Source: an optimization exercise on an open RTL-to-GDS flow (aim: small area). Production flows keep margins and buffers that such runs may drop. Only the layout flow was run in this run; the RTL was not checked for function there. Power and IR drop assume default switching activity.

## flow/run.sh

```bash
#!/bin/bash
# synth_recipe.tcl (not shown) runs the flow's synth.tcl, then flattens the netlist and writes it again
# the make line also repeats each setting of config.mk as NAME=value (left out here)
make -C /OpenROAD-flow-scripts/flow DESIGN_CONFIG=/design/flow/config.mk WORK_HOME=/design/flow/orfs CLKGATE_MAP_FILE= SYNTH_SCRIPT=/design/flow/synth_recipe.tcl finish
```

## flow/config.mk

```make
export PLATFORM = sky130hd
export DESIGN_NAME = wig_data_block_parser
export DESIGN_NICKNAME = wig_data_block_parser
export VERILOG_FILES = /design/flow/design.v
export SDC_FILE = /design/flow/constraint.sdc
export NUM_CORES = 4
export LEC_CHECK = 0
export CAP_MARGIN = 20
export CORE_MARGIN = 2
export CORE_UTILIZATION = 40
export SLEW_MARGIN = 20
```

## flow/constraint.sdc

```tcl
create_clock -name core_clock -period 8.0 [get_ports {clk}]
set_input_delay 1.6000 -clock core_clock [delete_from_list [all_inputs] [get_ports {clk}]]
set_output_delay 1.6000 -clock core_clock [all_outputs]
set_load 0.01 [all_outputs]
```

## flow/design.v

```verilog
`default_nettype none
package wdbp_pkg;
	localparam int WORD_W  = 32;
	localparam int BYTE_W  = 8;
	localparam int COUNT_W = 16;
	localparam int POS_W   = 5;
	localparam int CFG_IDX_W = 2;
	localparam logic [POS_W-1:0] HDR_KIND_POS = POS_W'(20);
	localparam logic [POS_W-1:0] HDR_LAST_POS = POS_W'(23);
	localparam logic [POS_W-1:0] BED_LAST_POS = POS_W'(11);
	localparam logic [POS_W-1:0] VAR_LAST_POS = POS_W'(7);
	localparam logic [POS_W-1:0] FIX_LAST_POS = POS_W'(3);
	typedef logic [CFG_IDX_W-1:0] cfg_idx_t;
	localparam cfg_idx_t CFG_BYTE_SWAPPED = 2'd0;
	localparam cfg_idx_t CFG_QUERY_BEGIN  = 2'd1;
	localparam cfg_idx_t CFG_QUERY_END    = 2'd2;
	typedef enum logic [1:0] {
		KIND_NONE = 2'd0,
		KIND_BED  = 2'd1,
		KIND_VAR  = 2'd2,
		KIND_FIX  = 2'd3
	} kind_t;
	typedef struct packed {
		logic missed;
		logic hit;
	} win_t;
endpackage
`default_nettype wire
`default_nettype none
import wdbp_pkg::*;
module wdbp_window (
	input  wire logic [WORD_W-1:0] query_begin,
	input  wire logic [WORD_W-1:0] query_end,
	input  wire logic [WORD_W-1:0] seg_start,
	input  wire logic [WORD_W-1:0] seg_end,
	input  wire logic [WORD_W-1:0] row_start,
	input  wire logic [WORD_W-1:0] row_end,
	output wdbp_pkg::win_t         status
);
	logic signed [WORD_W-1:0] lo;
	logic signed [WORD_W-1:0] hi;
	always_comb begin
		lo = query_begin[WORD_W-1] ? $signed(seg_start) : $signed(query_begin);
		hi = query_end[WORD_W-1] ? $signed(seg_end) : $signed(query_end);
		status.missed = (hi < $signed(seg_start)) || (lo > $signed(seg_end)) || (hi < lo);
		status.hit = ($signed(row_start) <= hi) && ($signed(row_end) >= lo);
	end
endmodule
`default_nettype wire
`default_nettype none
import wdbp_pkg::*;
module wig_data_block_parser (
	input  wire logic              clk,
	input  wire logic              arst_n,
	input  wire logic              in_valid,
	output wire logic              in_ready,
	input  wire logic [BYTE_W-1:0] in_data,
	input  wire logic              in_last,
	output wire logic              row_valid,
	input  wire logic              row_ready,
	output wire logic [WORD_W-1:0] row_start,
	output wire logic [WORD_W-1:0] row_end,
	output wire logic [WORD_W-1:0] row_value,
	output wire logic [WORD_W-1:0] row_chrom,
	output wire logic              row_bad,
	output wire logic              row_final,
	input  wire logic              cfg_valid,
	output wire logic              cfg_ready,
	input  wire logic [CFG_IDX_W-1:0] cfg_addr,
	input  wire logic [WORD_W-1:0] cfg_wdata
);
	logic               swap_q;
	logic [WORD_W-1:0]  qbegin_q;
	logic [WORD_W-1:0]  qend_q;
	logic [POS_W-1:0]   pos_q;
	logic               in_header_q;
	logic [WORD_W-1:0]  asm_q;
	logic [WORD_W-1:0]  chrom_q;
	logic [WORD_W-1:0]  seg_start_q;
	logic [WORD_W-1:0]  seg_end_q;
	logic [WORD_W-1:0]  step_q;
	logic [WORD_W-1:0]  span_q;
	wdbp_pkg::kind_t    kind_q;
	logic [COUNT_W-1:0] total_q;
	logic [COUNT_W-1:0] index_q;
	logic [WORD_W-1:0]  held_start_q;
	logic [WORD_W-1:0]  held_end_q;
	logic               missed_q;
	logic [WORD_W-1:0]  fix_start_q;
	logic [WORD_W-1:0]  fix_end_q;
	logic               out_valid_q;
	logic [WORD_W-1:0]  out_start_q;
	logic [WORD_W-1:0]  out_end_q;
	logic [WORD_W-1:0]  out_value_q;
	logic [WORD_W-1:0]  out_chrom_q;
	logic               out_bad_q;
	logic               out_final_q;
	logic               accept;
	logic [1:0]         lane;
	logic [WORD_W-1:0]  word_base;
	logic [WORD_W-1:0]  word;
	wdbp_pkg::kind_t    kind_dec;
	logic               active_rec;
	logic               hdr_done;
	logic               row_done;
	logic               cap_start;
	logic               cap_end;
	logic [WORD_W-1:0]  rs;
	logic [WORD_W-1:0]  re;
	logic [COUNT_W:0]   index_inc;
	wdbp_pkg::win_t     win;
	assign in_ready    = !out_valid_q || row_ready;
	assign accept      = in_valid && in_ready;
	assign cfg_ready   = 1'b1;
	always_comb begin
		lane = pos_q[1:0];
		word_base = (lane == 2'd0) ? '0 : asm_q;
		if (swap_q) begin
			word = {word_base[WORD_W-BYTE_W-1:0], in_data};
		end else begin
			word = word_base | ({{(WORD_W-BYTE_W){1'b0}}, in_data} << {lane, 3'b000});
		end
		if (in_data[BYTE_W-1:2] == '0 && in_data[1:0] != 2'd0) begin
			kind_dec = wdbp_pkg::kind_t'(in_data[1:0]);
		end else begin
			kind_dec = KIND_NONE;
		end
		active_rec = !in_header_q && (kind_q != KIND_NONE) && (index_q < total_q);
		hdr_done = in_header_q && (pos_q >= HDR_LAST_POS);
		unique case (kind_q)
			KIND_BED: begin
				row_done = (pos_q == BED_LAST_POS);
				rs = held_start_q;
				re = held_end_q;
			end
			KIND_VAR: begin
				row_done = (pos_q == VAR_LAST_POS);
				rs = held_start_q;
				re = held_end_q;
			end
			KIND_FIX: begin
				row_done = (pos_q == FIX_LAST_POS);
				rs = fix_start_q;
				re = fix_end_q;
			end
			KIND_NONE: begin
				row_done = 1'b0;
				rs = '0;
				re = '0;
			end
		endcase
		row_done  = row_done && active_rec;
		cap_start = active_rec && !row_done && (lane == 2'd3) && (pos_q[POS_W-1:2] == '0);
		cap_end   = active_rec && !row_done && (lane == 2'd3) && (pos_q[POS_W-1:2] != '0);
		index_inc = {1'b0, index_q} + 1'b1;
	end
	wdbp_window u_window (
		.query_begin (qbegin_q),
		.query_end   (qend_q),
		.seg_start   (seg_start_q),
		.seg_end     (seg_end_q),
		.row_start   (rs),
		.row_end     (re),
		.status      (win)
	);
	always_ff @(posedge clk or negedge arst_n) begin
		if (!arst_n) begin
			swap_q   <= 1'b0;
			qbegin_q <= '1;
			qend_q   <= '1;
		end else if (cfg_valid) begin
			unique case (cfg_addr)
				CFG_BYTE_SWAPPED: swap_q <= cfg_wdata[0];
				CFG_QUERY_BEGIN:  qbegin_q <= cfg_wdata;
				CFG_QUERY_END:    qend_q <= cfg_wdata;
				default: ;
			endcase
		end
	end
	always_ff @(posedge clk or negedge arst_n) begin
		if (!arst_n) begin
			pos_q        <= '0;
			in_header_q  <= 1'b1;
			asm_q        <= '0;
			chrom_q      <= '0;
			seg_start_q  <= '0;
			seg_end_q    <= '0;
			step_q       <= '0;
			span_q       <= '0;
			kind_q       <= KIND_NONE;
			total_q      <= '0;
			index_q      <= '0;
			held_start_q <= '0;
			held_end_q   <= '0;
			missed_q     <= 1'b0;
			fix_start_q  <= '0;
			fix_end_q    <= '0;
		end else if (accept) begin
			if (in_header_q || active_rec) begin
				asm_q <= word;
			end
			if (in_header_q) begin
				if (pos_q == HDR_KIND_POS) begin
					kind_q <= kind_dec;
				end
				if (lane == 2'd3) begin
					unique case (pos_q[POS_W-1:2])
						3'd0: chrom_q <= word;
						3'd1: seg_start_q <= word;
						3'd2: seg_end_q <= word;
						3'd3: step_q <= word;
						3'd4: span_q <= word;
						default: total_q <= swap_q ? word[COUNT_W-1:0] : word[WORD_W-1:COUNT_W];
					endcase
				end
				if (hdr_done) begin
					in_header_q <= 1'b0;
					pos_q       <= '0;
					index_q     <= '0;
					missed_q    <= win.missed;
					fix_start_q <= seg_start_q;
					fix_end_q   <= seg_start_q + span_q;
				end else begin
					pos_q <= pos_q + 1'b1;
				end
			end else if (active_rec) begin
				if (row_done) begin
					pos_q       <= '0;
					index_q     <= index_inc[COUNT_W-1:0];
					fix_start_q <= fix_start_q + step_q;
					fix_end_q   <= fix_end_q + step_q;
				end else begin
					pos_q <= pos_q + 1'b1;
				end
				if (cap_start) begin
					held_start_q <= word;
					if (kind_q == KIND_VAR) begin
						held_end_q <= word + span_q;
					end
				end
				if (cap_end) begin
					held_end_q <= word;
				end
			end
			if (in_last) begin
				in_header_q <= 1'b1;
				pos_q       <= '0;
				asm_q       <= '0;
			end
		end
	end
	always_ff @(posedge clk or negedge arst_n) begin
		if (!arst_n) begin
			out_valid_q <= 1'b0;
		end else if (accept && hdr_done && kind_q == KIND_NONE) begin
			out_valid_q <= 1'b1;
		end else if (accept && row_done && !missed_q && win.hit) begin
			out_valid_q <= 1'b1;
		end else if (row_ready) begin
			out_valid_q <= 1'b0;
		end
	end
	always_ff @(posedge clk) begin
		if (accept && hdr_done && kind_q == KIND_NONE) begin
			out_start_q <= '0;
			out_end_q   <= '0;
			out_value_q <= '0;
			out_chrom_q <= chrom_q;
			out_bad_q   <= 1'b1;
			out_final_q <= 1'b0;
		end else if (accept && row_done && !missed_q && win.hit) begin
			out_start_q <= rs;
			out_end_q   <= re;
			out_value_q <= word;
			out_chrom_q <= chrom_q;
			out_bad_q   <= 1'b0;
			out_final_q <= (index_inc == {1'b0, total_q});
		end
	end
	assign row_valid = out_valid_q;
	assign row_start = out_start_q;
	assign row_end   = out_end_q;
	assign row_value = out_value_q;
	assign row_chrom = out_chrom_q;
	assign row_bad   = out_bad_q;
	assign row_final = out_final_q;
endmodule
`default_nettype wire
```

==> results.toml <==
[setup_path]
cp_data_arrival_time_ps = 6650
cp_top_family = "simple AND/OR/NAND/NOR gates"
cpMaxStageDelayCell = "buf_4"
reg2reg_depth = 13
worstReg2RegStart = "kind_q[1]$_DFFE_PN0P_"
critPathKind = "reg2reg"
cp_num_buf_inv = 2
r2r_setup_slack_ps = 1810
worst_setup_path_end_kind = "flop"
path_cells = "ha_2 > buf_4 > nand2_1 > o21ai_0 > ha_1 > nand4_1 > or4_1 > o41ai_1 > mux2i_1 > nor3_4 > buf_4 > mux2i_1 > nor2_1"
crit_path_max_incr_delay_ps = 820
worstPathRequired_ps = 8460
worstSetupStartpointType = "flop"
crit-reg2reg-capture = "out_end_q[6]$_SDFFE_PP0P_"
worst-path-max-fanout = 55

[sta]
final_hold_viol_count = 0
timing.setup.tns_ps = 0
endpoints_failing_setup = 0
unrepaired_setup_endpoints_after_global_routing = "false"
fin_worst_skew_ps = 57.4
setup_slack_ps = 1810
rel_slew_slack_pct = 20.6
tightest_slew_ps = 1180
fraction_of_the_cycle_the_final_worst_path_needs_pct = 77.4
final_max_slew_viol_count = 0
tmin_final_ps = 6190
achievable-frequency_ghz = 0.162

[layout]
ff_latch_area_um2 = 13700
post_synthesis_to_final_layout_area_growth_pct = 15.6
fin_area_um2 = 39700
total_area_of_multi_input_combinational_cells_um2 = 19100
post_route_cells_drive_above_1_share_pct = 8.64
finalNonFillerCells = 5198
fill_cells = 8260
finalNetCount = 4354

[min_path]
worst_hold_path_type = "reg2reg"
worst_hold_launch = "chrom_q[27]$_DFFE_PN0P_"
worst_hold_path.endpoint = "out_chrom_q[27]$_DFFE_PP_"
holdPathStages = 0

[run_status]
status = "no timing/DRC/antenna violations"

[placement]
hpwl_um = 86900
port_buffers = 179
placed_cell_area_um2 = 37300
dpl_worst_slack_ps = 2010
gp_congestion = 0.924
post-place-cells = 5073

[synthesis]
syn_area_per_cell_um2 = 8.83
synth.cell_area_um2 = 34300
edff_count_synth = 32
synth_sequential_area_ratio_pct = 39.9
synth_nets = 4244
syn_inst = 3888
synth-main-ff-cell = "dfrtp_1"
synth_async_sr_flop_share_pct = 76.7
ys_seq_elements = 557
yosys_warnings = 2
yosys.cell_types.count = 83

[clocking]
cts.repair_timing.setup_buffer_count = 0
clock_path_buffers = 3
post_cts.resized_instances = 0
cts_sinks = 557
number_of_buffers_added_by_the_clock_tree_synthesis_step = 67
cts_max_level = 3
clk_transition_reported_paths_ps = 70
clock_tree.root_cell = "clkbuf_16"
worstSkewPairLatency_ps = 640
cts_tree = "built"
ctsHoldBuffers = 0

[power]
static-leakage-power_nw = 18.0
power.density_cell_area_nw_per_um2 = 281
peakVddDrop_mv = 0.192

[routing]
routed_wl_um = 119000
drt_iter0_markers = 2492
post-route-drc-count = 0
routed_wire_length_per_instance_um = 22.9
dr_total_vias = 29300
drt-pass1-iter-count = 6
ant_nets = 0
post_drt_via_cell_ratio = 5.64

[global_route]
grt_max_degree = 145
via_count_of_the_first_global_routing_pass = 27800
grt.overflow.total = 0
antenna_found_initial = 1
grt_usage_pct = 26.6
global_route_wire_length_before_repair_um = 179000

[floorplan]
die_area_um2 = 88200
initial_core_util_pct = 40.3
horizontal_die_dimension_um = 297
design.portCount = 181
placementRows = 107
fp.coreArea_um2 = 85100
die_span_y_um = 297

[job]
drv_cap = 0
final cells by class:
| cell class | instances | area share [%] |
|---|---|---|
| diodes | 1 | 0.00631 |
| clock buffers | 91 | 5.03 |
| clock inverters | 33 | 1.05 |
| inverters | 219 | 2.07 |
| multi-input cells | 2914 | 48.0 |
| flip-flops and latches | 557 | 34.5 |
| well taps | 1144 | 3.61 |
| repair buffers | 239 | 5.72 |
layout by cell type, fill, tap and decap left out, types with 42 or more instances in the layout:
| cell type | count |
|---|---|
| nor2_1 | 486 |
| clkdlybuf4s50_1 | 178 |
| a21o_1 | 93 |
| nand2_1 | 364 |
| dfrtp_1 | 361 |
| inv_1 | 218 |
| nand3_1 | 46 |
| dfxtp_1 | 98 |
| clkbuf_16 | 73 |
| a211oi_1 | 64 |
| dfstp_2 | 64 |
| mux2i_1 | 170 |
| xnor2_1 | 72 |
| o21ai_0 | 290 |
| buf_4 | 57 |
| ha_1 | 302 |
| nor3_1 | 42 |
| o21a_1 | 49 |
| a21oi_1 | 441 |
| mux2_2 | 69 |
metal layers:
| metal | part of all wire [%] | wire length, um | vias up | track usage [%] |
|---|---|---|---|---|
| met5 | 0 | 0 | - | 0 |
| met4 | 4.7 | 5600 | 0 | 11.7 |
| met3 | 7.4 | 8870 | 202 | 5.19 |
| met2 | 44 | 52300 | 1050 | 40.5 |
| met1 | 44 | 52500 | 14100 | 36.6 |
| li1 | - | - | 13900 | - |
worst reg2reg max path: cells and delay by family (launching register included):
kind	cells	cell delay (ps)
compound gates	2	1080
fa+ha+maj	2	1000
buf+inv	2	1440
flops	1	370
mux	2	590
simple gates	5	1540
how the worst max path moves through the flow:
stage / start / end / slack [ps] / cells past startpoint
2_1_floorplan: in_data[0] / held_end_q[30]$_DFFE_PN0P_ / 2980 / 15
3_3_place_gp: kind_q[1]$_DFFE_PN0P_ / out_end_q[6]$_SDFFE_PP0P_ / 1990 / 13
3_5_place_dp: in_data[0] / held_end_q[30]$_DFFE_PN0P_ / 2010 / 15
4_1_cts: kind_q[1]$_DFFE_PN0P_ / out_end_q[6]$_SDFFE_PP0P_ / 2050 / 13
5_1_grt: kind_q[1]$_DFFE_PN0P_ / out_end_q[9]$_SDFFE_PP0P_ / 1650 / 13
6_report: kind_q[1]$_DFFE_PN0P_ / out_end_q[6]$_SDFFE_PP0P_ / 1810 / 13
metrics by stage:
stage / hold WS [ps] / power, mW / utilization (%)
2_1_floorplan: 426 / 6.29 / -
3_3_place_gp: 431 / 7.70 / 43.8
3_5_place_dp: 432 / 7.76 / 43.8
4_1_cts: 440 / 11.1 / 46.6
5_1_grt: 446 / 11.8 / 46.6
6_report: 437 / 11.1 / 46.6
state kept, by name, indices dropped and copies added (netlist names), 2 cells and up:
| name | flops |
|---|---|
| out_end_q | 32 |
| asm_q | 32 |
| step_q | 32 |
| fix_start_q | 32 |
| span_q | 32 |
| total_q | 16 |
| out_start_q | 32 |
| fix_end_q | 32 |
| seg_end_q | 32 |
| pos_q | 5 |
| held_end_q | 32 |
| seg_start_q | 32 |
| out_chrom_q | 32 |
| chrom_q | 32 |
| qbegin_q | 32 |
| held_start_q | 32 |
| index_q | 16 |
| kind_q | 2 |
| out_value_q | 32 |
| qend_q | 32 |
cells in the mapped netlist (all sizes together), types with 7 or more instances:
cell type  number  share of area, %
o211ai         18              0.39
o21bai         16              0.35
a221o           8              0.23
dfxtp          98               5.7
a31oi          24              0.48
and3           18              0.33
mux2           69               2.3
xor2           41               1.0
o31ai          17              0.37
a2111oi         7              0.18
dfrtp         362                26
xnor2          72               1.8
nand2b         27              0.49
or2            11              0.20
a211oi         66               1.5
o21a           49               1.1
nor4            7              0.13
a21o           93               2.0
o21ai         297               4.3
a211o           7              0.18
nand4          39              0.71
ha            304                11
dfstp          65               5.0
nand2         364               4.0
buf            51              0.87
a22oi          19              0.42
edfxtp         32               2.8
clkbuf        147               1.6
or3            19              0.38
a21oi         441               6.4
inv           218               2.4
nor2b          29              0.53
and2            7              0.13
nor3b           7              0.15
mux2i         170               5.0
nor2          489               5.4
nor3           48              0.73
nand3          46              0.67
logic make-up (layout without fill, tap and decap cells):
group / count (synthesis) / in the layout / synth area share (%)
xor gates and xnor gates: 113 / 113 / 2.88
muxes: 239 / 239 / 7.22
buffers and inverters: 417 / 582 / 4.88
adders and majority gates: 308 / 308 / 11.3
and+or+nand+nor: 1134 / 1134 / 14.4
AOI/OAI and AO/OA: 1119 / 1119 / 19.4
other: 1 / 2 / 0.0109
DFF: 557 / 557 / 39.9
power by group:
| group | total [mW] | switching (mW) | internal, mW |
|---|---|---|---|
| Clock | 3.34 | 1.36 | 1.97 |
| Combinational | 3.94 | 2.41 | 1.52 |
| Sequential | 3.87 | 0.546 | 3.32 |
| Total | 11.1 | 4.32 | 6.82 |

[re-timing with driven ports]
No port has a modelled driver above. Below, the same layout with a new extraction and two added sets of constraints. Step 1 sets driving cells, clkbuf_16 on the clock port and buf_2 on the other inputs (assumed; they add their load-dependent delay and slew). Step 2 adds t to the input delays and takes it off the output delays; t is the mean of the earliest and latest rising clock arrival at the registers after step 1. Input paths then give back, and output paths get back, about the clock's delay inside the block. Slacks: no drivers / after step 1 / after step 2; pairs: no drivers / after step 1.
t (ns): 0.678
slack for setup (ns): 1.809 / 1.809 / 1.809
hold slack, ns: 0.437 / 0.437 / 0.437
pins driven straight from the clock port: 1
After both steps setup and hold are still met in this run. For this run, drivers alone change the setup slack by 0.000 ns; drivers and shift together by 0.000 ns.
